From an optimization exercise on the open Yosys and OpenROAD flow, aimed at small area, a short achievable clock period and few clock cycles per item; shortcuts taken in it are not production practice. RTL that was checked went through simulation tests only; none was proved equivalent to the original. Function not checked in runs 1 to 3: the RTL went through the layout flow alone. Power is estimated from default activity; no workload was simulated.

## config.mk

```make
export PLATFORM = sky130hd
export DESIGN_NAME = coalescing_priority_event_queue
export DESIGN_NICKNAME = coalescing_priority_event_queue
export VERILOG_FILES = /design/flow/design.v
export SDC_FILE = /design/flow/constraint.sdc
export NUM_CORES = 4
export LEC_CHECK = 0
export CAP_MARGIN = 20
export CORE_MARGIN = 2
export CORE_UTILIZATION = 55
export SETUP_SLACK_MARGIN = 1.7
export SLEW_MARGIN = 20
```

## constraint.sdc

```tcl
create_clock -name core_clock -period 3.6 [get_ports {i_clk}]
set_input_delay 0.7200 -clock core_clock [delete_from_list [all_inputs] [get_ports {i_clk}]]
set_output_delay 0.7200 -clock core_clock [all_outputs]
set_load 0.01 [all_outputs]
```

## design.v

```verilog
package cepq_pkg;
    localparam logic ACT_PUSH = 1'b0;
    localparam logic ACT_POP  = 1'b1;
    localparam logic [2:0] ST_INSERTED  = 3'd0;
    localparam logic [2:0] ST_COALESCED = 3'd1;
    localparam logic [2:0] ST_DROPPED   = 3'd2;
    localparam logic [2:0] ST_POPPED    = 3'd3;
    localparam logic [2:0] ST_EMPTY     = 3'd4;
    typedef struct packed {
        logic        action;
        logic [2:0]  priority_req;
        logic [2:0]  msg_type;
        logic [15:0] item_id;
    } t_req;
    typedef struct packed {
        logic [2:0]  status;
        logic [2:0]  out_priority;
        logic [2:0]  out_type;
        logic [15:0] out_item_id;
        logic [4:0]  occupancy;
        logic        stay_awake;
    } t_rsp;
    typedef struct packed {
        logic [2:0]  prio;
        logic [2:0]  msg_type;
        logic [15:0] item_id;
    } t_entry;
    typedef struct packed {
        logic   insert;
        logic   pop;
        t_entry entry;
    } t_cell_ctrl;
    function automatic logic prio_gt(input logic [2:0] a, input logic [2:0] b);
        prio_gt = (a[2] & ~b[2])
                | (~(a[2] ^ b[2]) & ((a[1] & ~b[1]) | (~(a[1] ^ b[1]) & a[0] & ~b[0])));
    endfunction
endpackage
module cepq_cell (
    input  logic                   i_clk,
    input  logic                   i_take_hold,
    input  logic                   i_take_right,
    input  logic                   i_take_left,
    input  logic                   i_take_new,
    input  cepq_pkg::t_entry       i_left_entry,
    input  cepq_pkg::t_entry       i_right_entry,
    input  cepq_pkg::t_entry       i_new_entry,
    input  cepq_pkg::t_entry       i_cmp_entry,
    output cepq_pkg::t_entry       o_entry,
    output logic                   o_eq,
    output logic                   o_gt
);
    cepq_pkg::t_entry r_entry;
    assign o_entry = r_entry;
    assign o_eq    = (r_entry == i_cmp_entry);
    assign o_gt    = cepq_pkg::prio_gt(r_entry.prio, i_cmp_entry.prio);
    always_ff @(posedge i_clk) begin
        r_entry <= ({22{i_take_hold}}  & r_entry)
                 | ({22{i_take_right}} & i_right_entry)
                 | ({22{i_take_left}}  & i_left_entry)
                 | ({22{i_take_new}}   & i_new_entry);
    end
endmodule
module coalescing_priority_event_queue #(
    parameter int QUEUE_DEPTH = 16
) (
    input  logic              i_clk,
    input  logic              i_rst_n,
    input  logic              i_req_valid,
    output logic              o_req_stall,
    input  logic [22:0]       i_req,
    output logic              o_rsp_valid,
    input  logic              i_rsp_stall,
    output logic [30:0]       o_rsp
);
    localparam int N  = QUEUE_DEPTH;
    localparam int CW = $clog2(QUEUE_DEPTH + 1);
    logic                 r_a_valid;
    cepq_pkg::t_req       r_a;
    cepq_pkg::t_entry     w_a_entry;
    logic                 r_b_valid;
    logic                 r_b_push;
    cepq_pkg::t_entry     r_b_entry;
    logic [N-1:0]         r_b_eq;        
    logic                 r_b_eq_head;   
    logic                 r_b_eq_next;   
    logic                 r_b_eq_ins;    
    logic [N-1:0]         r_b_gt;        
    logic                 r_b_gt_next;   
    logic                 r_q_ins;       
    logic                 r_q_pop;       
    logic                 r_q_do_ins;    
    logic                 r_q_do_pop;    
    logic [N-1:0]         r_q_ge;        
    cepq_pkg::t_entry     r_q_entry;     
    cepq_pkg::t_entry     r_q_popped;    
    logic                 r_q_valid;     
    logic [2:0]           r_q_status;
    logic [CW-1:0]        r_cnt;
    logic                 r_awake;
    logic w_room, w_b_free, w_b_move, w_a_free, w_a_move;
    assign w_room      = !r_q_valid || !i_rsp_stall;
    assign w_b_free    = !r_b_valid || w_room;
    assign w_b_move    = r_b_valid && w_room;
    assign w_a_free    = !r_a_valid || w_b_free;
    assign w_a_move    = r_a_valid && w_b_free;
    assign o_req_stall = !w_a_free;
    assign w_a_entry.prio     = r_a.priority_req;
    assign w_a_entry.msg_type = r_a.msg_type;
    assign w_a_entry.item_id  = r_a.item_id;
    logic [21:0]      w_entry [N];
    logic [N-1:0]     w_eq, w_gt;
    for (genvar g = 0; g < N; g++) begin : g_cell
        logic [21:0] w_left, w_right;
        logic        w_take_left, w_take_new;
        if (g == 0) begin : g_head
            assign w_left      = '0;
            assign w_take_left = 1'b0;
            assign w_take_new  = r_q_do_ins && r_q_ge[0];
        end else begin : g_mid
            assign w_left      = w_entry[g-1];
            assign w_take_left = r_q_do_ins && r_q_ge[g-1];
            assign w_take_new  = r_q_do_ins && r_q_ge[g] && !r_q_ge[g-1];
        end
        if (g == N - 1) begin : g_tail
            assign w_right = '0;
        end else begin : g_body
            assign w_right = w_entry[g+1];
        end
        cepq_cell u_cell (
            .i_clk         (i_clk),
            .i_take_hold   (!r_q_do_pop && !(r_q_do_ins && r_q_ge[g])),
            .i_take_right  (r_q_do_pop),
            .i_take_left   (w_take_left),
            .i_take_new    (w_take_new),
            .i_left_entry  (w_left),
            .i_right_entry (w_right),
            .i_new_entry   (r_q_entry),
            .i_cmp_entry   (w_a_entry),
            .o_entry       (w_entry[g]),
            .o_eq          (w_eq[g]),
            .o_gt          (w_gt[g])
        );
    end
    logic         w_eq_q, w_gt_q;
    logic [N-1:0] w_bn_eq, w_bn_gt;
    logic         w_bn_eq_head;
    assign w_eq_q = (r_q_entry == w_a_entry);
    assign w_gt_q = cepq_pkg::prio_gt(r_q_entry.prio, w_a_entry.prio);
    always_comb begin
        for (int g = 0; g < N; g++) begin
            if (r_q_do_pop) begin
                w_bn_eq[g] = w_eq[g] && (g >= 2) && (CW'(g) <= r_cnt);
                w_bn_gt[g] = (g < N-1) ? w_gt[(g < N-1) ? g+1 : 0] : 1'b0;
            end else if (r_q_do_ins) begin
                w_bn_eq[g] = w_eq[g] && (CW'(g + 2) <= r_cnt) && (g >= 1 || r_q_ge[0]);
                if (!r_q_ge[g])
                    w_bn_gt[g] = w_gt[g];
                else if (g == 0 || !r_q_ge[(g >= 1) ? g-1 : 0])
                    w_bn_gt[g] = w_gt_q;
                else
                    w_bn_gt[g] = w_gt[(g >= 1) ? g-1 : 0];
            end else begin
                w_bn_eq[g] = w_eq[g] && (g >= 1) && (CW'(g) < r_cnt);
                w_bn_gt[g] = w_gt[g];
            end
        end
        if (r_q_do_pop)
            w_bn_eq_head = w_eq[1] && (r_cnt != '0);
        else if (r_q_do_ins && r_q_ge[0])
            w_bn_eq_head = w_eq_q;
        else
            w_bn_eq_head = w_eq[0] && (r_cnt != '0);
    end
    logic [N-1:0] w_gtn, w_ge;
    logic         w_dup, w_full, w_empty, w_ins, w_pop;
    logic [2:0]   w_status;
    logic [CW-1:0] w_cnt_n, w_cnt_inc, w_cnt_dec;
    logic         w_awake_n;
    cepq_pkg::t_entry w_head;
    always_comb begin
        for (int g = 0; g < N; g++) begin
            if (r_q_pop) begin
                w_gtn[g] = (g < N-1) ? r_b_gt[(g < N-1) ? g+1 : 0] : 1'b0;
            end else if (r_q_ins) begin
                if (!r_q_ge[g])
                    w_gtn[g] = r_b_gt[g];
                else if (g == 0 || !r_q_ge[(g >= 1) ? g-1 : 0])
                    w_gtn[g] = r_b_gt_next;
                else
                    w_gtn[g] = r_b_gt[(g >= 1) ? g-1 : 0];
            end else begin
                w_gtn[g] = r_b_gt[g];
            end
            w_ge[g] = w_gtn[g] || !(CW'(g) < r_cnt);
        end
    end
    always_comb begin
        if (r_q_do_pop)                   w_head = w_entry[1];
        else if (r_q_do_ins && r_q_ge[0]) w_head = r_q_entry;
        else                              w_head = w_entry[0];
    end
    assign w_dup     = (|r_b_eq) || r_b_eq_ins || (r_b_eq_head && !r_q_pop) || (r_b_eq_next && r_q_ins);
    assign w_full    = (r_cnt == CW'(N));
    assign w_empty   = (r_cnt == '0);
    assign w_ins     = r_b_push && !w_dup && !w_full;
    assign w_pop     = !r_b_push && !w_empty;
    assign w_cnt_inc = r_cnt + CW'(1);
    assign w_cnt_dec = r_cnt - CW'(1);
    always_comb begin
        if (r_b_push) begin
            if (w_dup)       w_status = cepq_pkg::ST_COALESCED;
            else if (w_full) w_status = cepq_pkg::ST_DROPPED;
            else             w_status = cepq_pkg::ST_INSERTED;
        end else begin
            if (w_empty)     w_status = cepq_pkg::ST_EMPTY;
            else             w_status = cepq_pkg::ST_POPPED;
        end
        if (w_ins)      w_cnt_n = w_cnt_inc;
        else if (w_pop) w_cnt_n = w_cnt_dec;
        else            w_cnt_n = r_cnt;
        if (r_b_push)     w_awake_n = 1'b1;
        else if (w_empty) w_awake_n = 1'b0;
        else              w_awake_n = r_awake;
    end
    always_ff @(posedge i_clk) begin
        if (!i_rst_n) begin
            r_a_valid  <= 1'b0;
            r_b_valid  <= 1'b0;
            r_q_ins    <= 1'b0;
            r_q_pop    <= 1'b0;
            r_q_do_ins <= 1'b0;
            r_q_do_pop <= 1'b0;
            r_cnt      <= '0;
            r_awake    <= 1'b0;
            r_q_valid  <= 1'b0;
        end else begin
            if (w_a_free) r_a_valid <= i_req_valid;
            if (w_b_free) begin
                r_b_valid <= r_a_valid;
                r_q_ins   <= w_b_move && w_ins;
                r_q_pop   <= w_b_move && w_pop;
            end
            r_q_do_ins <= w_b_move && w_ins;
            r_q_do_pop <= w_b_move && w_pop;
            if (w_b_move) begin
                r_cnt   <= w_cnt_n;
                r_awake <= w_awake_n;
            end
            if (w_room) r_q_valid <= r_b_valid;
        end
    end
    always_ff @(posedge i_clk) begin
        if (w_a_free) r_a <= i_req;
        if (w_b_free) begin
            r_b_push    <= (r_a.action == cepq_pkg::ACT_PUSH);
            r_b_entry   <= w_a_entry;
            r_b_eq      <= w_bn_eq;
            r_b_eq_head <= w_bn_eq_head;
            r_b_eq_next <= (r_b_entry == w_a_entry);
            r_b_eq_ins  <= w_eq_q && r_q_do_ins && !r_q_ge[0];
            r_b_gt      <= w_bn_gt;
            r_b_gt_next <= cepq_pkg::prio_gt(r_b_entry.prio, w_a_entry.prio);
            r_q_ge      <= w_ge;
            r_q_entry   <= r_b_entry;
        end
        if (w_room) begin
            r_q_popped  <= w_pop ? w_head : '0;
            r_q_status  <= w_status;
        end
    end
    assign o_rsp_valid = r_q_valid;
    assign o_rsp       = {r_q_status, r_q_popped, 5'(r_cnt), r_awake};
endmodule
```

## run.sh

```bash
#!/bin/bash
# synth_recipe.tcl (not shown) runs the flow's synth.tcl, then flattens the netlist and writes it again
# the make line also repeats each setting of config.mk as NAME=value (left out here)
make -C /OpenROAD-flow-scripts/flow DESIGN_CONFIG=/design/flow/config.mk WORK_HOME=/design/flow/orfs CLKGATE_MAP_FILE= SYNTH_SCRIPT=/design/flow/synth_recipe.tcl finish
```

==> results.toml, run 1 <==
[run_status]
status = "finished clean"

[yosys]
ys_async_sr_fraction_pct = 0
synth_seq_cells = 510
ys_seq_area_share_pct = 42.9
synth_commonest_cells = "nand2_1, dfxtp_1, o21ai_0, xor2_1, clkbuf_1"
netlist.top_cell.by_area = "dfxtp_1"
yosysWarnings = 3
netlist_top_cells_area = "dfxtp_1, edfxtp_1, nand2_1"
synth.most_common_cell = "nand2_1"
syn_inst = 3056
synth_top_area_share_pct = 26.9
synth_area_mm2 = 0.0272
ys_types = 60
syn-num-nets = 3124
synth-edff-count = 145
synthFlopType = "dfxtp_1"
synth.avg_cell_area_um2 = 8.90

[power_and_ir_drop]
p_comb_share_pct = 21.6
switchingPower_mw = 5.69
p_clk_share_pct = 33.7
swShare_pct = 32.7
p_seq_share_pct = 44.7
peakVddDrop_v = 0.000493
pwr_density_cell_mw_per_mm2 = 521
p_leak_nw = 13.4
p_int_mw = 11.7

[grt]
busiest_layer = "met2"
met1_usage_pct = 55.2
grt_pass1_vias = 23900
gr-usage-met3_pct = 7.88
grt_max_degree = 139
grt_pass1_wl_mm = 150
grt-ovfl-total = 0
grt_use_met2_pct = 57.5
grt_usage_pct = 38.2
antenna_found_initial = 2

[place]
gp_congestion = 0.936
place_hpwl_mm = 67.7
portBuffers = 59
place_ws_ns = 0.763

[cells_and_area]
fillCellCount = 3888
final_layout_size_suffix_gt1_share_pct = 18.8
nNetsFinal = 3201
antenna_cells = 0
syn2layout_area_growth_pct = 22.8

[flow_run]
drv_cap = 0

[drt]
drtPass1Iterations = 9
wl_per_cell_um = 26.6
routed_wl_mm = 102
drtAntennaViolNets = 0
dr_total_vias = 25900
drt_iter0_markers = 3901
drc_errors = 0
vias_per_cell = 6.73

[sta]
rsz0062_at_grt = "true"
maxSlewViolCount = 0
layout_min_cycle_time_ns = 2.20
timing.slew.headroom_pct = 34.8
min_period_over_period_pct = 61.1
worst_slack_ns = 1.40
finalHoldViolations = 0
setup_tns_ns = 0
setup_viol = 0
worst_pin_slew_ns = 0.978
clock.fmax_ghz = 0.455
clock_skew_ns = 0.0307

[clock_tree]
cts_buffers = 56
htreeDepth = 2
clkSlewWorstSetupHoldPaths_ns = 0.06
cts_buffer_depth = 3
cts_tree = "yes"
cts_root_buf = "clkbuf_16"
worstSkewPairLatency_ns = 0.64
cts_num_sinks = 510

[setup_path]
start_kind = "flop"
crit_top_cell = "buf_4"
cp-startpoint = "r_a[2]$_DFFE_PN_"
reg2reg_slack_ns = 1.40
cpPeakStageDelay_ns = 0.50
required_ns = 4.10
r2r_start = "r_a[2]$_DFFE_PN_"
r2r-end = "r_b_eq_next$_DFFE_PP_"
critPathMaxFanout = 3
critPathArrivalTime_ns = 2.70
crit_slowest_cell = "edfxtp_1"
reg2reg_depth = 7
cp_cell_sequence = "buf_4 -> buf_6 -> xor2_1 -> nor4_4 -> nand4_1 -> nor4_2 -> buf_4"
crit_type = "reg -> reg"
end_kind = "flop"

[floorplanning]
rows = 81
fp.coreArea_mm2 = 0.0488
initial_core_util_pct = 55.7
io_pins = 60
die_h_um = 226
die_x_um = 226
dieArea_mm2 = 0.0512

[min_path]
whs_path_depth = 0
hp-class = "reg -> reg"
holdCritStartpoint = "r_b_entry[8]$_DFFE_PP_"
hold_end = "r_q_entry[8]$_DFFE_PP_"
==> critical path: cells and delay by family (launching register included) <==
kind,cells,cell delay [ns]
xor+xnor,1,0.16
simple gates,3,0.93
buf+inv,3,0.47
flops,1,0.50
==> cell families after synthesis <==
group / synth area share, %
compound gates: 22.3
simple gates: 15.5
mux: 0.814
flops: 42.9
buf+inv: 5.02
xor+xnor: 11.6
fa+ha+maj: 1.89
==> routing by layer <==
layer / wire, um / share of wire, %
met3: 11700 / 11
met2: 45000 / 44
met5: 9 / 0.0088
met1: 42200 / 41
met4: 3250 / 3.2
==> state kept, by name (all words and copies together) (netlist names), 5 cells and up <==
register	flops
g_cell.u_cell.r_entry	352
r_a	23
r_b_entry	22
r_b_eq	16
r_b_gt	16
r_cnt	5
r_q_entry	22
r_q_ge	16
r_q_popped	22
==> power groups by stage <==
stage / sequential, mW / clock [mW] / combinational, mW
floorplan: 7.48 / 0 / 2.09
global placement: 7.89 / 0 / 2.87
detailed placement: 7.90 / 0 / 2.92
CTS: 7.73 / 5.86 / 3.41
global route: 7.86 / 6.07 / 4.02
finish: 7.78 / 5.86 / 3.77
==> metrics by stage <==
stage / area, um2 / hold slack [ns] / cells / util [%] / power (mW)
6_report: 33400 / 0.472 / 3845 / 68.4 / 17.4
5_1_grt: 33400 / 0.481 / 3845 / 68.4 / 17.9
4_1_cts: 32000 / 0.474 / 3787 / 65.6 / 17.0
3_5_place_dp: 28400 / 0.452 / 3586 / 58.2 / 10.8
3_3_place_gp: 28400 / 0.454 / 3586 / 58.2 / 10.8
2_1_floorplan: 27400 / 0.421 / 3056 / - / 9.57
==> final cells by class <==
class / count / area, um2 / area share, %
tap: 664 / 831 / 2.49
timing repair buffer: 316 / 3130 / 9.36
sequential: 510 / 11700 / 35.0
multi-input combinational: 2196 / 15700 / 47.0
inverter: 53 / 218 / 0.652
clock inverter: 26 / 240 / 0.719
clock buffer: 80 / 1580 / 4.74
==> worst max-delay path by stage <==
stage / to / cells past startpoint
after floorplan: r_b_entry[0]$_DFFE_PP_ / 2
after global placement: o_req_stall / 5
after detailed placement: o_req_stall / 5
after CTS: r_b_eq[8]$_DFFE_PP_ / 6
after global routing: r_b_eq_ins$_DFFE_PP_ / 8
final: r_b_eq_next$_DFFE_PP_ / 7
==> placed cells by master, fill, tap and decap left out, types with 17 or more instances in the layout <==
cell type          n
o21ai_2           25
inv_1             46
nor2_1            38
nand2_1          700
nor4_2            31
nor4_1            22
clkbuf_1          17
and3b_1           18
a22oi_1           27
buf_6             49
o21ai_0          248
clkbuf_16         61
buf_2             29
xnor2_1           89
a222oi_1          94
buf_4            172
edfxtp_1         145
xor2_1           236
clkdlybuf4s50_1   25
dfxtp_1          356
o211a_1           18
buf_12            24
a221o_1          232
nand4_1           49
a21oi_1           46
ha_1              22
mux2i_1           21
ha_4              18
==> what timing repair did <==
item,CTS,global route
cloned,7,3
setup endpoints to repair,398,254
hold buffers,0,0
resized for setup,359,164
buffers inserted,88,55
pin swaps,64,88
==> inputs of run 2 (changes only) <==
--- a/design.v
+++ b/design.v
@@ -74,8 +74,7 @@
 );
     localparam int N  = QUEUE_DEPTH;
     localparam int CW = $clog2(QUEUE_DEPTH + 1);
-    logic                 r_a_valid;
-    cepq_pkg::t_req       r_a;
+    cepq_pkg::t_req       w_a;
     cepq_pkg::t_entry     w_a_entry;
     logic                 r_b_valid;
     logic                 r_b_push;
@@ -97,16 +96,15 @@
     logic [2:0]           r_q_status;
     logic [CW-1:0]        r_cnt;
     logic                 r_awake;
-    logic w_room, w_b_free, w_b_move, w_a_free, w_a_move;
+    logic w_room, w_b_free, w_b_move;
     assign w_room      = !r_q_valid || !i_rsp_stall;
     assign w_b_free    = !r_b_valid || w_room;
     assign w_b_move    = r_b_valid && w_room;
-    assign w_a_free    = !r_a_valid || w_b_free;
-    assign w_a_move    = r_a_valid && w_b_free;
-    assign o_req_stall = !w_a_free;
-    assign w_a_entry.prio     = r_a.priority_req;
-    assign w_a_entry.msg_type = r_a.msg_type;
-    assign w_a_entry.item_id  = r_a.item_id;
+    assign o_req_stall = !w_b_free;
+    assign w_a = i_req;
+    assign w_a_entry.prio     = w_a.priority_req;
+    assign w_a_entry.msg_type = w_a.msg_type;
+    assign w_a_entry.item_id  = w_a.item_id;
     logic [21:0]      w_entry [N];
     logic [N-1:0]     w_eq, w_gt;
     for (genvar g = 0; g < N; g++) begin : g_cell
@@ -224,7 +222,6 @@
     end
     always_ff @(posedge i_clk) begin
         if (!i_rst_n) begin
-            r_a_valid  <= 1'b0;
             r_b_valid  <= 1'b0;
             r_q_ins    <= 1'b0;
             r_q_pop    <= 1'b0;
@@ -234,9 +231,8 @@
             r_awake    <= 1'b0;
             r_q_valid  <= 1'b0;
         end else begin
-            if (w_a_free) r_a_valid <= i_req_valid;
             if (w_b_free) begin
-                r_b_valid <= r_a_valid;
+                r_b_valid <= i_req_valid;
                 r_q_ins   <= w_b_move && w_ins;
                 r_q_pop   <= w_b_move && w_pop;
             end
@@ -250,9 +246,8 @@
         end
     end
     always_ff @(posedge i_clk) begin
-        if (w_a_free) r_a <= i_req;
         if (w_b_free) begin
-            r_b_push    <= (r_a.action == cepq_pkg::ACT_PUSH);
+            r_b_push    <= (w_a.action == cepq_pkg::ACT_PUSH);
             r_b_entry   <= w_a_entry;
             r_b_eq      <= w_bn_eq;
             r_b_eq_head <= w_bn_eq_head;
--- a/config.mk
+++ b/config.mk
@@ -7,6 +7,6 @@
 export LEC_CHECK = 0
 export CAP_MARGIN = 20
 export CORE_MARGIN = 2
-export CORE_UTILIZATION = 55
-export SETUP_SLACK_MARGIN = 1.7
+export CORE_UTILIZATION = 50
+export SETUP_SLACK_MARGIN = 1.8
 export SLEW_MARGIN = 20
==> run 2 against run 1 <==
Net effect:
- global-route usage up 0.48 points
- worst hold slack worse by 0.19 ns
- critical path depth unchanged
- cell count up 2.4%
- first-iteration DRC count up 10%
- clock skew down 0.016 ns
- via count up 2.7%
- utilization down 3.1 points
- non-clock buffer count up 89
- still clean
- critical path type unchanged
- die area up 7.4%
- total power up 31%
==> results.toml, run 2 <==
[yosys]
synth.avg_cell_area_um2 = 8.73
synthMuxAreaShare_pct = 0.828
synthFlopType = "dfxtp_1"
synth_top_family_by_area = "compound AO/OA/AOI/OAI gates"
synthSimpleGateAreaFrac_pct = 15.9
ys_types = 57
syn-num-nets = 3113
synth.most_common_cell = "nand2_1"
synth_compound_area_share_pct = 22.9
synth_commonest_cells = "nand2_1, dfxtp_1, o21ai_0, a221o_1, xor2_1"
synthAdderAreaFrac_pct = 1.93
syn_inst = 3045
synth_seq_cells = 486
netlist_top_cells_area = "dfxtp_1, edfxtp_1, nand2_1"
synth_area_mm2 = 0.0266
netlist.top_cell.by_area = "dfxtp_1"
synth-xor-area-share_pct = 11.8
synth_top_area_share_pct = 27.4
ys_seq_area_share_pct = 41.2
ys_async_sr_fraction_pct = 0
yosysWarnings = 3
synth-edff-count = 122

[grt]
gr-usage-met3_pct = 10.4
antenna_found_initial = 1
busiest_layer = "met2"
grt_usage_pct = 38.7
grt_pass1_vias = 24600
grt_use_met2_pct = 56.9
met1_usage_pct = 53.6
grt_pass1_wl_mm = 164
grt-ovfl-total = 0
grt_max_degree = 98

[sta]
layout_min_cycle_time_ns = 2.00
maxSlewViolCount = 0
setup_tns_ns = 0
rsz0062_at_grt = "true"
finalHoldViolations = 0
clock.fmax_ghz = 0.499
worst_pin_slew_ns = 0.746
timing.slew.headroom_pct = 50.2
holdWs_ns = 0.281
min_period_over_period_pct = 55.6
clock_skew_ns = 0.0144
setup_viol = 0

[cells_and_area]
regMostFlops = "g_cell.u_cell.r_entry"
register_area_mm2 = 0.0110
nNetsFinal = 3274
syn2layout_area_growth_pct = 29.0
largest_register_ffs = 352
multi_input_area_mm2 = 0.0158
layout_common_cells = "nand2_1, dfxtp_1, o21ai_0, a221o_1, xor2_1"
fillCellCount = 4240
final_layout_size_suffix_gt1_share_pct = 22.9
antenna_cells = 0
final_common_cell = "nand2_1"

[min_path]
hp-class = "in -> reg"

[setup_path]
cp-endpoint = "r_b_eq[15]$_DFFE_PN_"
critPathMaxFanout = 7
cp-startpoint = "r_cnt[1]$_SDFFE_PN0P_"
critPathArrivalTime_ns = 2.46
crit_type = "reg -> reg"
cpPeakStageDelay_ns = 0.39
r2r_start = "r_cnt[1]$_SDFFE_PN0P_"
required_ns = 4.05
end_kind = "flop"
crit_cells = 7
cp_cell_sequence = "buf_6 -> buf_6 -> and2_2 -> a21oi_4 -> nor3_1 -> nand4_1 -> a21oi_1"
crit_top_cell = "buf_6"
crit_slowest_cell = "dfxtp_4"
reg2reg_depth = 7
r2r-end = "r_b_eq[15]$_DFFE_PN_"
path_delay_family = "simple AND/OR/NAND/NOR gates"
start_kind = "flop"
path_buf_inv = 2
reg2reg_slack_ns = 1.60

[run_status]
status = "finished clean"

[floorplanning]
die_h_um = 235
rows = 84
die_x_um = 235
initial_core_util_pct = 50.6
fp.coreArea_mm2 = 0.0526
io_pins = 60
dieArea_mm2 = 0.0551

[clock_tree]
worstSkewPairLatency_ns = 0.62
cts_buffer_depth = 3
cts_tree = "yes"
clkSlewWorstSetupHoldPaths_ns = 0.06
htreeDepth = 2
cts_buffers = 55
cts_root_buf = "clkbuf_16"
cts_num_sinks = 486
cts_hold_buf = 0

[drt]
vias_per_cell = 6.75
routed_wl_mm = 113
dr_total_vias = 26600
wl_per_cell_um = 28.7
drt_iter0_markers = 4296
drc_errors = 0
drtPass1Iterations = 10
drtAntennaViolNets = 0

[power_and_ir_drop]
pwr_density_cell_mw_per_mm2 = 665
p_leak_nw = 13.8
peakVddDrop_v = 0.000381

[place]
gp_congestion = 0.919
place_hpwl_mm = 67.3
portBuffers = 59

[flow_run]
drv_cap = 0
## run 2: power breakdown
part           switching, mW  total, mW  internal (mW)
sequential              2.37       9.60           7.23
clock                   2.42       6.03           3.61
combinational           3.73       7.19           3.47
## run 2: cell type report
cell class | count | area share (%)
Multi-Input combinational cell | 2212 | 46.0
Clock buffer | 80 | 4.73
Clock inverter | 22 | 0.824
Inverter | 46 | 0.554
Timing Repair Buffer | 405 | 13.3
Tap cell | 688 | 2.51
Sequential cell | 486 | 32.0
## run 2: per-stage QoR
step                power, mW  cell area (um2)  util, %  cells  setup WS, ns
detailed placement       14.9            28000     53.2   3595         0.168
CTS                      21.7            32800     62.5   3874          1.64
global route             23.7            34300     65.3   3939          1.57
finish                   22.8            34300     65.3   3939          1.60
floorplan                12.7            26900        -   3045          1.14
global placement         14.8            28000     53.2   3595         0.214
## run 2: logic make-up after synthesis
group,Yosys count
fa+ha+maj,41
mux,22
buf+inv,349
xor+xnor,357
simple gates,973
compound gates,817
flops,486
## run 2: metal layers
metal  vias to the layer above  wire length [um]
li1                      11500                 -
met4                         2              5810
met5                         -                 9
met3                       309             14700
met2                      1824             47800
met1                     13000             44800
## run 2: how the worst min path moves through the flow
stage,end,start,cells after the start,slack (ns)
5_1_grt,r_b_entry[20]$_DFFE_PN_,i_req[20],1,0.27
2_1_floorplan,r_q_entry[20]$_DFFE_PN_,r_b_entry[20]$_DFFE_PN_,0,0.43
4_1_cts,r_b_entry[20]$_DFFE_PN_,i_req[20],1,0.26
6_report,r_b_entry[20]$_DFFE_PN_,i_req[20],1,0.28
3_5_place_dp,r_q_entry[20]$_DFFE_PN_,r_b_entry[20]$_DFFE_PN_,0,0.45
3_3_place_gp,r_q_entry[0]$_DFFE_PN_,r_b_entry[0]$_DFFE_PN_,0,0.45
## run 2: worst reg2reg max path, stage by stage, from the launching register on
cell and delay (ns):
dfxtp_4 0.39, buf_6 0.12, buf_6 0.11, and2_2 0.31, a21oi_4 0.16, nor3_1 0.21, nand4_1 0.31, a21oi_1 0.25
## run 2: repair_timing
action	4_1_cts	5_1_grt
gates resized for setup	512	190
pin swaps	104	64
buffers inserted	159	59
setup endpoints to repair	455	314
gates cloned	18	6
==> inputs of run 3 (changes only) <==
--- a/config.mk
+++ b/config.mk
@@ -8,5 +8,5 @@
 export CAP_MARGIN = 20
 export CORE_MARGIN = 2
 export CORE_UTILIZATION = 50
-export SETUP_SLACK_MARGIN = 1.8
+export SETUP_SLACK_MARGIN = 1.6
 export SLEW_MARGIN = 20
==> run 3 against run 2 <==
Net effect:
- largest cell class unchanged
- clock skew grew 0.015 ns
- global-route usage shrank 3.0 points
- flip-flop and latch count is the same
==> results.toml, run 3 <==
[floorplanning]
die_h_um = 235
io_pins = 60
initial_core_util_pct = 50.6
rows = 84
fp.coreArea_mm2 = 0.0526
die_x_um = 235
dieArea_mm2 = 0.0551

[sta]
clock.fmax_ghz = 0.479
min_period_over_period_pct = 57.9
setup_viol = 0
layout_min_cycle_time_ns = 2.09
timing.slew.headroom_pct = 25.4
maxSlewViolCount = 0
clock_skew_ns = 0.0297
rsz0062_at_grt = "true"
worst_slack_ns = 1.51
setup_tns_ns = 0
finalHoldViolations = 0
worst_pin_slew_ns = 1.12

[power_and_ir_drop]
peakVddDrop_v = 0.000417
p_leak_nw = 12.8
pwr_density_cell_mw_per_mm2 = 675
p_clk_share_pct = 26.6
switchingPower_mw = 8.07
p_seq_share_pct = 44.1
p_int_mw = 13.5
swShare_pct = 37.5
p_comb_share_pct = 29.3
p_total_mw = 21.5

[yosys]
synth.avg_cell_area_um2 = 8.73
ys_seq_area_share_pct = 41.2
synth-edff-count = 122
synth_area_mm2 = 0.0266
yosysWarnings = 3
ys_types = 57
ys_async_sr_fraction_pct = 0
synth_top_area_share_pct = 27.4
syn-num-nets = 3113
netlist.top_cell.by_area = "dfxtp_1"
synth.most_common_cell = "nand2_1"
synth_commonest_cells = "nand2_1, dfxtp_1, o21ai_0, a221o_1, xor2_1"
netlist_top_cells_area = "dfxtp_1, edfxtp_1, nand2_1"
syn_inst = 3045
synth_seq_cells = 486
synthFlopType = "dfxtp_1"

[grt]
grt_max_degree = 113
antenna_found_initial = 1
grt_pass1_vias = 23600
grt_usage_pct = 35.7
grt-ovfl-total = 0
grt_pass1_wl_mm = 154

[cells_and_area]
syn2layout_area_growth_pct = 20.0
antenna_cells = 0
regMostFlops = "g_cell.u_cell.r_entry"
final_cell_area_mm2 = 0.0319
fillCellCount = 4455
final_common_cell = "nand2_1"
largest_register_ffs = 352
post-route-util_pct = 60.7
final_layout_size_suffix_gt1_share_pct = 15.6
nNetsFinal = 3167
layout_common_cells = "nand2_1, dfxtp_1, o21ai_0, a221o_1, xor2_1"

[setup_path]
critPathMaxFanout = 102
r2r-end = "g_cell[5].u_cell.r_entry[18]$_DFF_P_"
r2r_start = "r_q_do_pop$_SDFF_PN0_"
cp-startpoint = "r_q_do_pop$_SDFF_PN0_"
reg2reg_slack_ns = 1.51
reg2reg_depth = 4
start_kind = "flop"
end_kind = "flop"
critPathArrivalTime_ns = 2.60
crit_type = "reg -> reg"
required_ns = 4.12

[min_path]
hold_end = "r_b_entry[21]$_DFFE_PN_"
holdCritStartpoint = "i_req[21]"
whs_path_depth = 1
hp-class = "in -> reg"

[clock_tree]
cts_root_buf = "clkbuf_16"
cts_num_sinks = 486
cts_buffer_depth = 3
htreeDepth = 2
worstSkewPairLatency_ns = 0.64
cts_buffers = 54
cts_tree = "yes"
clkSlewWorstSetupHoldPaths_ns = 0.06

[place]
portBuffers = 59
place_hpwl_mm = 69.4
place_ws_ns = 0.248
gp_congestion = 0.979
placed_cell_area_mm2 = 0.0280

[drt]
drt_iter0_markers = 4418
vias_per_cell = 6.69
dr_total_vias = 25600
routed_wl_mm = 104
drc_errors = 0
drtAntennaViolNets = 0
drtPass1Iterations = 9
wl_per_cell_um = 27.0

[run_status]
status = "finished clean"

[flow_run]
drv_cap = 0
[run 3: critical path, stage by stage, from the launching register on]
cell and delay, ns:
dfxtp_4 0.61, buf_12 0.39, buf_4 0.40, o21ai_0 0.17, a221o_1 0.28
[run 3: routing by layer]
layer,wire [um],vias to the layer above,track usage (%),share of wire [%]
met4,2810,2,10.2,2.7
li1,-,11200,-,-
met3,13100,175,7.61,13
met1,43900,12600,53.4,42
met5,13,-,0,0.013
met2,43700,1684,51.4,42
[run 3: repair_timing]
| action | CTS | global route |
|---|---|---|
| hold buffers | 0 | 0 |
| endpoints found under the setup margin | 320 | 136 |
| cloned | 3 | 4 |
| buffers inserted | 82 | 38 |
| pin swaps | 36 | 45 |
| resized for setup | 230 | 117 |
[run 3: area by class of cell]
cell class | count | area (um2) | share of cell area [%]
Multi-Input combinational cell | 2210 | 15100 | 47.2
Sequential cell | 486 | 11000 | 34.4
Timing Repair Buffer | 301 | 3020 | 9.47
Clock buffer | 83 | 1610 | 5.06
Tap cell | 688 | 861 | 2.70
Inverter | 46 | 190 | 0.596
Clock inverter | 18 | 186 | 0.584
[run 3: how the worst max path moves through the flow]
stage / slack [ns] / endpoint / depth (start not counted)
6_report: 1.51 / g_cell[5].u_cell.r_entry[18]$_DFF_P_ / 4
5_1_grt: 1.49 / g_cell[5].u_cell.r_entry[18]$_DFF_P_ / 4
3_3_place_gp: 0.28 / r_b_eq[14]$_DFFE_PN_ / 6
4_1_cts: 1.42 / o_req_stall / 3
3_5_place_dp: 0.25 / r_b_eq[14]$_DFFE_PN_ / 6
2_1_floorplan: 1.14 / o_req_stall / 2
[run 3: power by group through the flow]
stage	clock, mW	sequential (mW)	combinational (mW)
4_1_cts	5.76	9.39	5.85
5_1_grt	5.99	9.65	6.84
3_5_place_dp	0	9.51	5.45
6_report	5.73	9.50	6.31
3_3_place_gp	0	9.50	5.37
2_1_floorplan	0	8.63	4.03
[run 3: cell families (layout without fill, tap and decap cells)]
logic type,count (synthesis),in the layout,share of synthesized area [%]
simple gates,973,973,15.9
compound gates,817,817,22.9
buf+inv,349,448,5.47
mux,22,22,0.828
xor+xnor,357,357,11.8
flops,486,486,41.2
fa+ha+maj,41,41,1.93
[run 3: metrics by stage]
stage | hold slack [ns] | std cells
6_report | 0.351 | 3832
5_1_grt | 0.344 | 3832
4_1_cts | 0.473 | 3789
3_5_place_dp | 0.456 | 3603
3_3_place_gp | 0.451 | 3603
2_1_floorplan | 0.431 | 3045
==> inputs of run 4 (changes only) <==
--- a/design.v
+++ b/design.v
@@ -45,6 +45,7 @@
     input  cepq_pkg::t_entry       i_right_entry,
     input  cepq_pkg::t_entry       i_new_entry,
     input  cepq_pkg::t_entry       i_cmp_entry,
+    input  logic [2:0]             i_cmp_prio,
     output cepq_pkg::t_entry       o_entry,
     output logic                   o_eq,
     output logic                   o_gt
@@ -52,7 +53,7 @@
     cepq_pkg::t_entry r_entry;
     assign o_entry = r_entry;
     assign o_eq    = (r_entry == i_cmp_entry);
-    assign o_gt    = cepq_pkg::prio_gt(r_entry.prio, i_cmp_entry.prio);
+    assign o_gt    = cepq_pkg::prio_gt(r_entry.prio, i_cmp_prio);
     always_ff @(posedge i_clk) begin
         r_entry <= ({22{i_take_hold}}  & r_entry)
                  | ({22{i_take_right}} & i_right_entry)
@@ -83,8 +84,6 @@
     logic                 r_b_eq_head;   
     logic                 r_b_eq_next;   
     logic                 r_b_eq_ins;    
-    logic [N-1:0]         r_b_gt;        
-    logic                 r_b_gt_next;   
     logic                 r_q_ins;       
     logic                 r_q_pop;       
     logic                 r_q_do_ins;    
@@ -95,6 +94,8 @@
     logic                 r_q_valid;     
     logic [2:0]           r_q_status;
     logic [CW-1:0]        r_cnt;
+    logic [N-1:0]         r_occ;         
+    logic [N:0]           w_occ;
     logic                 r_awake;
     logic w_room, w_b_free, w_b_move;
     assign w_room      = !r_q_valid || !i_rsp_stall;
@@ -134,40 +135,33 @@
             .i_right_entry (w_right),
             .i_new_entry   (r_q_entry),
             .i_cmp_entry   (w_a_entry),
+            .i_cmp_prio    (r_b_entry.prio),
             .o_entry       (w_entry[g]),
             .o_eq          (w_eq[g]),
             .o_gt          (w_gt[g])
         );
     end
-    logic         w_eq_q, w_gt_q;
-    logic [N-1:0] w_bn_eq, w_bn_gt;
+    assign w_occ = {1'b0, r_occ};
+    logic         w_eq_q;
+    logic [N-1:0] w_bn_eq;
     logic         w_bn_eq_head;
     assign w_eq_q = (r_q_entry == w_a_entry);
-    assign w_gt_q = cepq_pkg::prio_gt(r_q_entry.prio, w_a_entry.prio);
     always_comb begin
         for (int g = 0; g < N; g++) begin
             if (r_q_do_pop) begin
-                w_bn_eq[g] = w_eq[g] && (g >= 2) && (CW'(g) <= r_cnt);
-                w_bn_gt[g] = (g < N-1) ? w_gt[(g < N-1) ? g+1 : 0] : 1'b0;
+                w_bn_eq[g] = w_eq[g] && (g >= 2) && w_occ[(g >= 1) ? g-1 : 0];
             end else if (r_q_do_ins) begin
-                w_bn_eq[g] = w_eq[g] && (CW'(g + 2) <= r_cnt) && (g >= 1 || r_q_ge[0]);
-                if (!r_q_ge[g])
-                    w_bn_gt[g] = w_gt[g];
-                else if (g == 0 || !r_q_ge[(g >= 1) ? g-1 : 0])
-                    w_bn_gt[g] = w_gt_q;
-                else
-                    w_bn_gt[g] = w_gt[(g >= 1) ? g-1 : 0];
+                w_bn_eq[g] = w_eq[g] && w_occ[(g < N) ? g+1 : N] && (g >= 1 || r_q_ge[0]);
             end else begin
-                w_bn_eq[g] = w_eq[g] && (g >= 1) && (CW'(g) < r_cnt);
-                w_bn_gt[g] = w_gt[g];
+                w_bn_eq[g] = w_eq[g] && (g >= 1) && w_occ[g];
             end
         end
         if (r_q_do_pop)
-            w_bn_eq_head = w_eq[1] && (r_cnt != '0);
+            w_bn_eq_head = w_eq[1] && w_occ[0];
         else if (r_q_do_ins && r_q_ge[0])
             w_bn_eq_head = w_eq_q;
         else
-            w_bn_eq_head = w_eq[0] && (r_cnt != '0);
+            w_bn_eq_head = w_eq[0] && w_occ[0];
     end
     logic [N-1:0] w_gtn, w_ge;
     logic         w_dup, w_full, w_empty, w_ins, w_pop;
@@ -175,21 +169,23 @@
     logic [CW-1:0] w_cnt_n, w_cnt_inc, w_cnt_dec;
     logic         w_awake_n;
     cepq_pkg::t_entry w_head;
+    logic w_gt_q;
+    assign w_gt_q = cepq_pkg::prio_gt(r_q_entry.prio, r_b_entry.prio);
     always_comb begin
         for (int g = 0; g < N; g++) begin
-            if (r_q_pop) begin
-                w_gtn[g] = (g < N-1) ? r_b_gt[(g < N-1) ? g+1 : 0] : 1'b0;
-            end else if (r_q_ins) begin
+            if (r_q_do_pop) begin
+                w_gtn[g] = (g < N-1) ? w_gt[(g < N-1) ? g+1 : 0] : 1'b0;
+            end else if (r_q_do_ins) begin
                 if (!r_q_ge[g])
-                    w_gtn[g] = r_b_gt[g];
+                    w_gtn[g] = w_gt[g];
                 else if (g == 0 || !r_q_ge[(g >= 1) ? g-1 : 0])
-                    w_gtn[g] = r_b_gt_next;
+                    w_gtn[g] = w_gt_q;
                 else
-                    w_gtn[g] = r_b_gt[(g >= 1) ? g-1 : 0];
+                    w_gtn[g] = w_gt[(g >= 1) ? g-1 : 0];
             end else begin
-                w_gtn[g] = r_b_gt[g];
-            end
-            w_ge[g] = w_gtn[g] || !(CW'(g) < r_cnt);
+                w_gtn[g] = w_gt[g];
+            end
+            w_ge[g] = w_gtn[g] || !w_occ[g];
         end
     end
     always_comb begin
@@ -198,12 +194,21 @@
         else                              w_head = w_entry[0];
     end
     assign w_dup     = (|r_b_eq) || r_b_eq_ins || (r_b_eq_head && !r_q_pop) || (r_b_eq_next && r_q_ins);
-    assign w_full    = (r_cnt == CW'(N));
-    assign w_empty   = (r_cnt == '0);
+    assign w_full    = w_occ[N-1];
+    assign w_empty   = !w_occ[0];
     assign w_ins     = r_b_push && !w_dup && !w_full;
     assign w_pop     = !r_b_push && !w_empty;
-    assign w_cnt_inc = r_cnt + CW'(1);
-    assign w_cnt_dec = r_cnt - CW'(1);
+    always_comb begin
+        logic all_one, all_zero;
+        all_one  = 1'b1;
+        all_zero = 1'b1;
+        for (int i = 0; i < CW; i++) begin
+            w_cnt_inc[i] = r_cnt[i] ^ all_one;
+            w_cnt_dec[i] = r_cnt[i] ^ all_zero;
+            all_one  = all_one & r_cnt[i];
+            all_zero = all_zero & !r_cnt[i];
+        end
+    end
     always_comb begin
         if (r_b_push) begin
             if (w_dup)       w_status = cepq_pkg::ST_COALESCED;
@@ -228,6 +233,7 @@
             r_q_do_ins <= 1'b0;
             r_q_do_pop <= 1'b0;
             r_cnt      <= '0;
+            r_occ      <= '0;
             r_awake    <= 1'b0;
             r_q_valid  <= 1'b0;
         end else begin
@@ -240,6 +246,8 @@
             r_q_do_pop <= w_b_move && w_pop;
             if (w_b_move) begin
                 r_cnt   <= w_cnt_n;
+                if (w_ins)      r_occ <= {r_occ[N-2:0], 1'b1};
+                else if (w_pop) r_occ <= {1'b0, r_occ[N-1:1]};
                 r_awake <= w_awake_n;
             end
             if (w_room) r_q_valid <= r_b_valid;
@@ -253,11 +261,9 @@
             r_b_eq_head <= w_bn_eq_head;
             r_b_eq_next <= (r_b_entry == w_a_entry);
             r_b_eq_ins  <= w_eq_q && r_q_do_ins && !r_q_ge[0];
-            r_b_gt      <= w_bn_gt;
-            r_b_gt_next <= cepq_pkg::prio_gt(r_b_entry.prio, w_a_entry.prio);
-            r_q_ge      <= w_ge;
-            r_q_entry   <= r_b_entry;
-        end
+        end
+        r_q_ge    <= w_ge;
+        r_q_entry <= r_b_entry;
         if (w_room) begin
             r_q_popped  <= w_pop ? w_head : '0;
             r_q_status  <= w_status;
==> run 4 against run 3 <==
Net effect:
- cell count is 2.0% lower
- maximum frequency is 3.5% lower
- clock skew is 0.0061 ns lower
- flip-flop and latch count is 1 lower
- global-route usage is 4.1 points higher
- combinational power is 65% lower
- critical endpoint is now r_q_ge[10]$_DFF_P_
- highest routed layer is now met4
==> results.toml, run 4 <==
[run_status]
status = "finished clean"

[clock_tree]
cts_root_buf = "clkbuf_16"
clkSlewWorstSetupHoldPaths_ns = 0.06
cts_tree = "yes"
cts_buffers = 54
htreeDepth = 2
cts_num_sinks = 485
cts_buffer_depth = 3
worstSkewPairLatency_ns = 0.64

[grt]
grt_pass1_vias = 23700
grt_pass1_wl_mm = 159
antenna_found_initial = 1
grt_usage_pct = 39.8
grt_max_degree = 169
grt-ovfl-total = 0

[drt]
vias_per_cell = 6.70
dr_total_vias = 25200
wl_per_cell_um = 29.6
drtAntennaViolNets = 0
routed_wl_mm = 111
drtPass1Iterations = 7
drc_errors = 0
drt_iter0_markers = 3723

[place]
gp_congestion = 0.986
place_hpwl_mm = 70.8
portBuffers = 59
dp.cells = 3561

[yosys]
syn-num-nets = 3053
synth.avg_cell_area_um2 = 8.63
synth_seq_cells = 485
yosysWarnings = 3
synth.most_common_cell = "nand2_1"
synth_commonest_cells = "nand2_1, dfxtp_1, o21ai_0, a221o_1, xor2_1"
ys_seq_area_share_pct = 40.2
syn_inst = 2992
synth-edff-count = 67
synth_area_mm2 = 0.0258
ys_async_sr_fraction_pct = 0
ys_types = 58
netlist.top_cell.by_area = "dfxtp_1"
synthFlopType = "dfxtp_1"
netlist_top_cells_area = "dfxtp_1, nand2_1, a221o_1"
synth_top_area_share_pct = 32.4

[power_and_ir_drop]
swShare_pct = 30.6
p_int_mw = 9.97
switchingPower_mw = 4.39
pwr_density_cell_mw_per_mm2 = 467
peakVddDrop_v = 0.000369
p_comb_share_pct = 15.2
p_leak_nw = 11.8
p_seq_share_pct = 46.2
p_clk_share_pct = 38.6
p_total_mw = 14.4

[flow_run]
drv_cap = 0

[cells_and_area]
post-route-util_pct = 60.0
multi_input_area_mm2 = 0.0150
largest_register_ffs = 352
nNetsFinal = 3095
fillCellCount = 4493
final_common_cell = "nand2_1"
syn2layout_area_growth_pct = 19.0
final_layout_size_suffix_gt1_share_pct = 15.2
layout_common_cells = "nand2_1, dfxtp_1, o21ai_0, a221o_1, xor2_1"
regMostFlops = "g_cell.u_cell.r_entry"
antenna_cells = 0
finalNonFillerCells = 3757
register_area_mm2 = 0.0104

[sta]
min_period_over_period_pct = 60.0
layout_min_cycle_time_ns = 2.16
timing.slew.headroom_pct = 49.9
setup_viol = 0
worst_pin_slew_ns = 0.752
finalHoldViolations = 0
clock_skew_ns = 0.0236
rsz0062_at_grt = "true"
maxSlewViolCount = 0
setup_tns_ns = 0
clock.fmax_ghz = 0.463

[floorplanning]
initial_core_util_pct = 50.5
die_h_um = 231
fp.coreArea_mm2 = 0.0512
die_x_um = 231
dieArea_mm2 = 0.0535
io_pins = 60
rows = 83

[setup_path]
cpPeakStageDelay_ns = 0.42
crit_slowest_cell = "edfxtp_1"
required_ns = 4.08
crit_type = "reg -> reg"
end_kind = "flop"
start_kind = "flop"
cp-startpoint = "r_b_entry[20]$_DFFE_PN_"
cp_cell_sequence = "clkinvlp_4 -> buf_8 -> buf_4 -> ha_4 -> a31o_4 -> a21oi_4 -> buf_6 -> o22ai_2 -> a211oi_2 -> o21ai_1"
path_buf_inv = 4
critPathMaxFanout = 7
cp-endpoint = "r_q_ge[10]$_DFF_P_"
reg2reg_slack_ns = 1.44
reg2reg_depth = 10
path_delay_family = "compound AO/OA/AOI/OAI gates"
r2r_start = "r_b_entry[20]$_DFFE_PN_"
r2r-end = "r_q_ge[10]$_DFF_P_"
critPathArrivalTime_ns = 2.64
crit_cells = 10

[min_path]
hp-class = "reg -> reg"
==> run 4: cell count changes after synthesis, sizes merged, moves of 29 or more <==
cell / change
a21oi: -39
dfxtp: +54
xnor2: +57
a222oi: -35
edfxtp: -55
a221o: +29
==> run 4: layout make-up <==
type	instances	share of cell area [%]
sequential	485	33.8
multi-input combinational	2185	48.6
tap	680	2.77
clock inverter	16	0.297
clock buffer	83	5.34
timing repair buffer	275	8.65
inverter	33	0.464
==> run 4: cells by family after synthesis <==
family	count (synthesis)	share of synthesized area (%)
mux	14	0.543
flops	485	40.2
buf+inv	324	5.10
simple gates	932	15.5
fa+ha+maj	34	1.65
compound gates	802	23.4
xor+xnor	401	13.6
==> run 4: how the worst min path moves through the flow <==
stage	slack, ns	cells after the start	to	startpoint
2_1_floorplan	0.37	0	r_q_entry[0]$_DFF_P_	r_b_entry[0]$_DFFE_PN_
3_3_place_gp	0.37	0	r_q_entry[10]$_DFF_P_	r_b_entry[10]$_DFFE_PN_
3_5_place_dp	0.37	0	r_q_entry[14]$_DFF_P_	r_b_entry[14]$_DFFE_PN_
4_1_cts	0.38	0	r_q_entry[15]$_DFF_P_	r_b_entry[15]$_DFFE_PN_
5_1_grt	0.39	0	r_q_entry[14]$_DFF_P_	r_b_entry[14]$_DFFE_PN_
6_report	0.39	0	r_q_entry[14]$_DFF_P_	r_b_entry[14]$_DFFE_PN_
==> run 4: per-stage QoR <==
stage          hold WS [ns]  setup WS [ns]  area (um2)
2_1_floorplan         0.368           1.51       25900
3_3_place_gp          0.374          0.593       27200
3_5_place_dp          0.374          0.520       27200
4_1_cts               0.383           1.43       30000
5_1_grt               0.394           1.36       30700
6_report              0.390           1.44       30700
==> run 4: layer usage <==
layer / vias up / global-route usage (%) / part of all wire [%]
met1: 12100 / 50.4 / 38
met4: 0 / 23.3 / 7.0
met3: 412 / 8.90 / 11
met2: 1690 / 62.3 / 44
li1: 10900 / - / -
met5: - / 0 / 0
==> run 4: timing repair <==
item | 4_1_cts | 5_1_grt
cloned | 2 | 2
setup endpoints to repair | 449 | 126
pin swaps | 75 | 56
resized for setup | 221 | 94
buffers inserted | 50 | 43
hold buffers | 0 | 0
==> run 4: power groups by stage <==
stage	Clock [mW]	Combinational [mW]	Sequential (mW)
floorplan	0	1.29	6.38
CTS	5.52	2.01	6.61
global route	5.76	2.31	6.66
detailed placement	0	1.86	6.72
finish	5.54	2.18	6.64
global placement	0	1.83	6.73
Testbench counts of run 4, summed over its fixed seeds: cycles 32,016, requests 32,000.
==> inputs of run 5 (changes only) <==
--- a/design.v
+++ b/design.v
@@ -101,7 +101,8 @@
     assign w_room      = !r_q_valid || !i_rsp_stall;
     assign w_b_free    = !r_b_valid || w_room;
     assign w_b_move    = r_b_valid && w_room;
-    assign o_req_stall = !w_b_free;
+    logic r_both_valid;
+    assign o_req_stall = r_both_valid && i_rsp_stall;
     assign w_a = i_req;
     assign w_a_entry.prio     = w_a.priority_req;
     assign w_a_entry.msg_type = w_a.msg_type;
@@ -236,6 +237,7 @@
             r_occ      <= '0;
             r_awake    <= 1'b0;
             r_q_valid  <= 1'b0;
+            r_both_valid <= 1'b0;
         end else begin
             if (w_b_free) begin
                 r_b_valid <= i_req_valid;
@@ -251,6 +253,8 @@
                 r_awake <= w_awake_n;
             end
             if (w_room) r_q_valid <= r_b_valid;
+            r_both_valid <= (w_b_free ? i_req_valid : r_b_valid)
+                         && (w_room ? r_b_valid : r_q_valid);
         end
     end
     always_ff @(posedge i_clk) begin
==> run 5 against run 4 <==
Net effect:
- utilization is 0.82 points higher
- die area shrank 0.69%
- critical path depth down 2
- first-iteration DRC count increased by 18%
- clock-buffer cell count is 8 higher
- flip-flop and latch count grew 1
- via count increased by 1.3%
- maximum frequency rose by 1.3%
- total power grew 1.6%
- still clean on timing, DRC and antenna
- largest cell class unchanged
==> results.toml, run 5 <==
[setup_path]
critPathArrivalTime_ns = 2.65
critPathMaxFanout = 6
start_kind = "flop"
end_kind = "flop"
cpPeakStageDelay_ns = 0.52
crit_slowest_cell = "edfxtp_1"
cp_cell_sequence = "nor4_4 -> nand4_4 -> buf_6 -> nor4_4 -> buf_6 -> a41oi_2 -> xnor2_1 -> and2_1"
crit_type = "reg -> reg"
required_ns = 4.12

[sta]
maxSlewViolCount = 0
layout_min_cycle_time_ns = 2.13
rsz0062_at_grt = "true"
setup_tns_ns = 0
worst_slack_ns = 1.47
timing.slew.headroom_pct = 22.4
worst_pin_slew_ns = 1.16
setup_viol = 0
clock_skew_ns = 0.0172
clock.fmax_ghz = 0.469
finalHoldViolations = 0
min_period_over_period_pct = 59.3

[drt]
drtAntennaViolNets = 0
drc_errors = 0
vias_per_cell = 6.81
dr_total_vias = 25500
wl_per_cell_um = 30.1
drtPass1Iterations = 11
routed_wl_mm = 113
drt_iter0_markers = 4409

[power_and_ir_drop]
pwr_density_cell_mw_per_mm2 = 470
p_total_mw = 14.6
peakVddDrop_v = 0.000378
p_leak_nw = 12.2

[yosys]
yosysWarnings = 3
synth-edff-count = 67
netlist_top_cells_area = "dfxtp_1, nand2_1, a221o_1"
synth_seq_cells = 486
synth_area_mm2 = 0.0256
ys_seq_area_share_pct = 40.5
synth.avg_cell_area_um2 = 8.72
ys_async_sr_fraction_pct = 0
synthFlopType = "dfxtp_1"
synth.most_common_cell = "nand2_1"
synth_top_area_share_pct = 32.7
syn-num-nets = 3003
ys_types = 59
synth_commonest_cells = "nand2_1, dfxtp_1, o21ai_0, xor2_1, a221o_1"
syn_inst = 2942
netlist.top_cell.by_area = "dfxtp_1"

[clock_tree]
cts_buffers = 54
htreeDepth = 2
clkSlewWorstSetupHoldPaths_ns = 0.06
cts_hold_buf = 0
cts_num_sinks = 486
cts_tree = "yes"
cts_buffer_depth = 3
cts_root_buf = "clkbuf_16"
worstSkewPairLatency_ns = 0.64

[grt]
grt_pass1_wl_mm = 158
antenna_found_initial = 3
grt_pass1_vias = 23400
grt_max_degree = 71
grt-ovfl-total = 0
grt_usage_pct = 39.9

[floorplanning]
die_h_um = 230
die_x_um = 230
fp.coreArea_mm2 = 0.0510
rows = 83
initial_core_util_pct = 50.3
io_pins = 60
dieArea_mm2 = 0.0531

[cells_and_area]
fillCellCount = 4327
regMostFlops = "g_cell.u_cell.r_entry"
nNetsFinal = 3076
finalNonFillerCells = 3743
largest_register_ffs = 352
final_layout_size_suffix_gt1_share_pct = 15.8
layout_common_cells = "nand2_1, dfxtp_1, o21ai_0, xor2_1, a221o_1"
final_common_cell = "nand2_1"
syn2layout_area_growth_pct = 21.0

[place]
gp_congestion = 1.00
place_hpwl_mm = 69.5
dp.cells = 3506
place_ws_ns = 0.499
portBuffers = 59

[min_path]
hp-class = "reg -> reg"

[run_status]
status = "finished clean"

[flow_run]
drv_cap = 0
run 5: final cells by class:
cell class / count / area (um2) / area share, %
multi-input combinational: 2142 / 14800 / 47.6
sequential: 486 / 10400 / 33.6
antenna: 5 / 12.5 / 0.0403
timing repair buffer: 299 / 3050 / 9.82
tap: 680 / 851 / 2.74
clock buffer: 91 / 1730 / 5.57
clock inverter: 8 / 65.1 / 0.210
inverter: 32 / 128 / 0.411
run 5: path summary, 6_finish.rpt:
kind	from	end	slack, ns	depth (start not counted)
max	r_b_eq[2]$_DFFE_PN_	r_cnt[3]$_SDFFE_PN0P_	1.47	8
min	r_b_entry[6]$_DFFE_PN_	r_q_entry[6]$_DFF_P_	0.39	0
max reg2reg	r_b_eq[2]$_DFFE_PN_	r_cnt[3]$_SDFFE_PN0P_	1.47	8
min reg2reg	r_b_entry[6]$_DFFE_PN_	r_q_entry[6]$_DFF_P_	0.39	0
run 5: logic make-up (layout without fill, tap and decap cells):
kind of cell / after synthesis / after routing / synth area share (%)
and+or+nand+nor: 935 / 935 / 15.7
AOI/OAI and AO/OA: 757 / 758 / 22.7
DFF: 486 / 486 / 40.5
xor gates and xnor gates: 401 / 401 / 13.7
buffers and inverters: 315 / 430 / 5.11
adders and majority gates: 34 / 34 / 1.66
muxes: 14 / 14 / 0.546
other: 0 / 5 / 0
run 5: stage by stage:
step / utilization [%] / instance area, um2 / hold slack [ns]
finish: 60.9 / 31000 / 0.386
global route: 60.8 / 31000 / 0.384
CTS: 58.7 / 29900 / 0.382
detailed placement: 52.9 / 27000 / 0.377
global placement: 52.9 / 27000 / 0.371
floorplan: - / 25700 / 0.368
run 5: timing repair:
action / in CTS / in global routing
setup buffers: 65 / 62
gates resized for setup: 183 / 130
endpoints found under the setup margin: 473 / 223
gates cloned: 5 / 1
pin swaps: 60 / 61
run 5: where the power goes:
part,switching [mW],internal [mW]
Clock,2.40,3.32
Combinational,1.23,0.983
Sequential,0.761,5.91
Total,4.38,10.2
run 5: critical path: cells and delay by family (launching register included):
family,cells,cell delay [ns]
XOR/XNOR,1,0.14
AO/OA/AOI/OAI,1,0.10
buffers and inverters,2,0.34
AND/OR/NAND/NOR,4,0.91
flip-flops,1,0.52
run 5: per-layer routing:
metal | wire length [um] | global-route usage [%] | vias to the layer above | part of all wire, %
met2 | 49600 | 61.2 | 1937 | 44
met1 | 41300 | 50.2 | 12200 | 37
met3 | 13600 | 9.66 | 492 | 12
met5 | 0 | 0 | - | 0
met4 | 8270 | 26.2 | 0 | 7.3
li1 | - | - | 10900 | -
Testbench counts of run 5, summed over its fixed seeds: cycles 32,016, requests 32,000.
==> inputs of run 6 (changes only) <==
--- a/config.mk
+++ b/config.mk
@@ -8,5 +8,5 @@
 export CAP_MARGIN = 20
 export CORE_MARGIN = 2
 export CORE_UTILIZATION = 50
-export SETUP_SLACK_MARGIN = 1.6
+export SETUP_SLACK_MARGIN = 1.45
 export SLEW_MARGIN = 20
==> run 6 against run 5 <==
Net effect:
- synthesized area did not move
- die area did not move
- maximum frequency fell by 2.1%
==> results.toml, run 6 <==
[drt]
wl_per_cell_um = 29.6
drc_errors = 0
drt_iter0_markers = 4052
vias_per_cell = 6.70
dr_total_vias = 24800
drtPass1Iterations = 10
routed_wl_mm = 109
drtAntennaViolNets = 0

[setup_path]
cpPeakStageDelay_ns = 0.41
cp_cell_sequence = "clkinvlp_4 -> buf_12 -> buf_12 -> ha_1 -> a31o_2 -> a21oi_4 -> o22ai_1 -> a211oi_1 -> o21ai_1"
start_kind = "flop"
critPathMaxFanout = 5
crit_top_cell = "buf_12"
critPathArrivalTime_ns = 2.67
crit_type = "reg -> reg"
path_delay_family = "compound AO/OA/AOI/OAI gates"
crit_slowest_cell = "edfxtp_1"
path_buf_inv = 3
required_ns = 4.09
reg2reg_depth = 9
crit_cells = 9
end_kind = "flop"

[place]
gp_congestion = 0.975
dp.cells = 3518
portBuffers = 59
place_hpwl_mm = 71.0

[grt]
grt_usage_pct = 39.6
antenna_found_initial = 0
grt_pass1_wl_mm = 156
grt-ovfl-total = 0
grt_pass1_vias = 22900
grt_max_degree = 162

[cells_and_area]
final_layout_size_suffix_gt1_share_pct = 12.6
antenna_cells = 0
syn2layout_area_growth_pct = 17.1
layout_common_cells = "nand2_1, dfxtp_1, o21ai_0, xor2_1, a221o_1"
regMostFlops = "g_cell.u_cell.r_entry"
final_common_cell = "nand2_1"
finalNonFillerCells = 3694
nNetsFinal = 3030
largest_register_ffs = 352

[clock_tree]
cts_hold_buf = 0
cts_root_buf = "clkbuf_16"
cts_tree = "yes"
clkSlewWorstSetupHoldPaths_ns = 0.06
cts_buffer_depth = 3
cts_buffers = 54
worstSkewPairLatency_ns = 0.63
cts_num_sinks = 486
htreeDepth = 2

[yosys]
synth_area_mm2 = 0.0256
synth-edff-count = 67
yosysWarnings = 3
netlist_top_cells_area = "dfxtp_1, nand2_1, a221o_1"
ys_seq_area_share_pct = 40.5
synth.most_common_cell = "nand2_1"
syn-num-nets = 3003
synthFlopType = "dfxtp_1"
synth_commonest_cells = "nand2_1, dfxtp_1, o21ai_0, xor2_1, a221o_1"
netlist.top_cell.by_area = "dfxtp_1"
synth_top_area_share_pct = 32.7
synth_seq_cells = 486
ys_types = 59
ys_async_sr_fraction_pct = 0
syn_inst = 2942
synth.avg_cell_area_um2 = 8.72

[power_and_ir_drop]
pwr_density_cell_mw_per_mm2 = 490
peakVddDrop_v = 0.000356
p_leak_nw = 11.9

[sta]
clock.fmax_ghz = 0.458
setup_viol = 0
worst_pin_slew_ns = 1.09
rsz0062_at_grt = "true"
finalHoldViolations = 0
min_period_over_period_pct = 60.6
setup_tns_ns = 0
maxSlewViolCount = 0
timing.slew.headroom_pct = 26.7
layout_min_cycle_time_ns = 2.18
clock_skew_ns = 0.00947
holdWs_ns = 0.386

[floorplanning]
fp.coreArea_mm2 = 0.0510
die_h_um = 230
io_pins = 60
die_x_um = 230
initial_core_util_pct = 50.3
dieArea_mm2 = 0.0531
rows = 83

[min_path]
whs_path_depth = 0
hp-class = "reg -> reg"

[flow_run]
drv_cap = 0

[run_status]
status = "finished clean"
run 6: cell counts after synthesis:
No cell type changed its count.
run 6: through the flow:
step | util, % | setup WS (ns) | instance area [um2] | total power, mW
after floorplan | - | 1.48 | 25700 | 7.66
after global placement | 53.0 | 0.643 | 27000 | 8.55
after detailed placement | 53.0 | 0.561 | 27000 | 8.59
after CTS | 57.4 | 1.16 | 29300 | 14.5
after global routing | 58.9 | 1.33 | 30000 | 15.1
final | 58.9 | 1.42 | 30000 | 14.7
run 6: cell type report:
class / count / area (um2)
flip-flops and latches: 486 / 10400
clock inverters: 26 / 269
clock buffers: 75 / 1630
well taps: 680 / 851
multi-input cells: 2142 / 14300
repair buffers: 253 / 2470
inverters: 32 / 124
fillers: 4552 / 21000
run 6: final timing paths:
path	to	slack (ns)	start
min	r_q_entry[6]$_DFF_P_	0.39	r_b_entry[6]$_DFFE_PN_
max reg2reg	r_q_ge[9]$_DFF_P_	1.42	r_b_entry[20]$_DFFE_PN_
max	r_q_ge[9]$_DFF_P_	1.42	r_b_entry[20]$_DFFE_PN_
min reg2reg	r_q_entry[6]$_DFF_P_	0.39	r_b_entry[6]$_DFFE_PN_
run 6: kinds of logic after synthesis:
family / Yosys count / synth area share [%]
xor+xnor: 401 / 13.7
fa+ha+maj: 34 / 1.66
buf+inv: 315 / 5.11
mux: 14 / 0.546
compound gates: 757 / 22.7
simple gates: 935 / 15.7
flops: 486 / 40.5
run 6: where the power goes:
group / leakage, nW / internal (mW) / total, mW / switching, mW
clock network: 0.928 / 3.51 / 5.97 / 2.46
logic: 6.82 / 0.909 / 2.06 / 1.15
registers: 4.18 / 5.91 / 6.68 / 0.769
total: 11.9 / 10.3 / 14.7 / 4.38
run 6: timing repair:
item | CTS | global route
pin swaps | 3 | 37
gates resized for setup | 74 | 81
cloned | 0 | 2
setup endpoints to repair | 292 | 95
setup buffers | 28 | 45
run 6: worst reg2reg max path: stages, from the launching register on:
cell,delay (ns)
edfxtp_1,0.41
clkinvlp_4,0.14
buf_12,0.16
buf_12,0.15
ha_1,0.29
a31o_2,0.27
a21oi_4,0.17
o22ai_1,0.08
a211oi_1,0.27
o21ai_1,0.10
run 6: routing by layer:
layer  global-route usage, %  part of all wire (%)  up-vias
li1                        -                     -    10800
met1                    50.4                    38    11900
met2                    61.4                    45     1696
met3                    8.14                    11      402
met4                    24.8                   6.8        0
met5                       0                     0        -

what the ideal ports hide:
No port has a modelled driver above. Below, the same layouts with a new extraction and two added sets of constraints. Step 1, drivers: a clkbuf_16 drives i_clk and a buf_2 each remaining input, both assumed. Step 2 adds t to the input delays and takes it off the output delays; t is the mean of the earliest and latest rising clock arrival at the registers after step 1. Input paths then give back, and output paths get back, about the clock's delay inside the block. Three values: ideal, step 1, step 2; two values: the first two.
run	t (ns)	setup WS [ns]	worst hold slack (ns)	worst setup path at the end
run 1	0.690	1.402 / 1.402 / 1.259	0.472 / 0.472 / 0.472	input to register
run 2	0.675	1.598 / 1.589 / 0.956	0.281 / 0.271 / 0.468	input to register
run 3	0.686	1.514 / 1.514 / 0.883	0.351 / 0.308 / 0.475	input to register
run 4	0.692	1.438 / 1.420 / 0.896	0.390 / 0.390 / 0.390	input to register
run 5	0.690	1.466 / 1.466 / 0.941	0.386 / 0.386 / 0.386	input to register
run 6	0.684	1.419 / 1.419 / 0.831	0.386 / 0.371 / 0.386	input to register
After both steps every run listed still meets setup and hold. The setup slack of run 2, which loses most, moves by -0.009 ns with the drivers and by -0.642 ns with both steps.
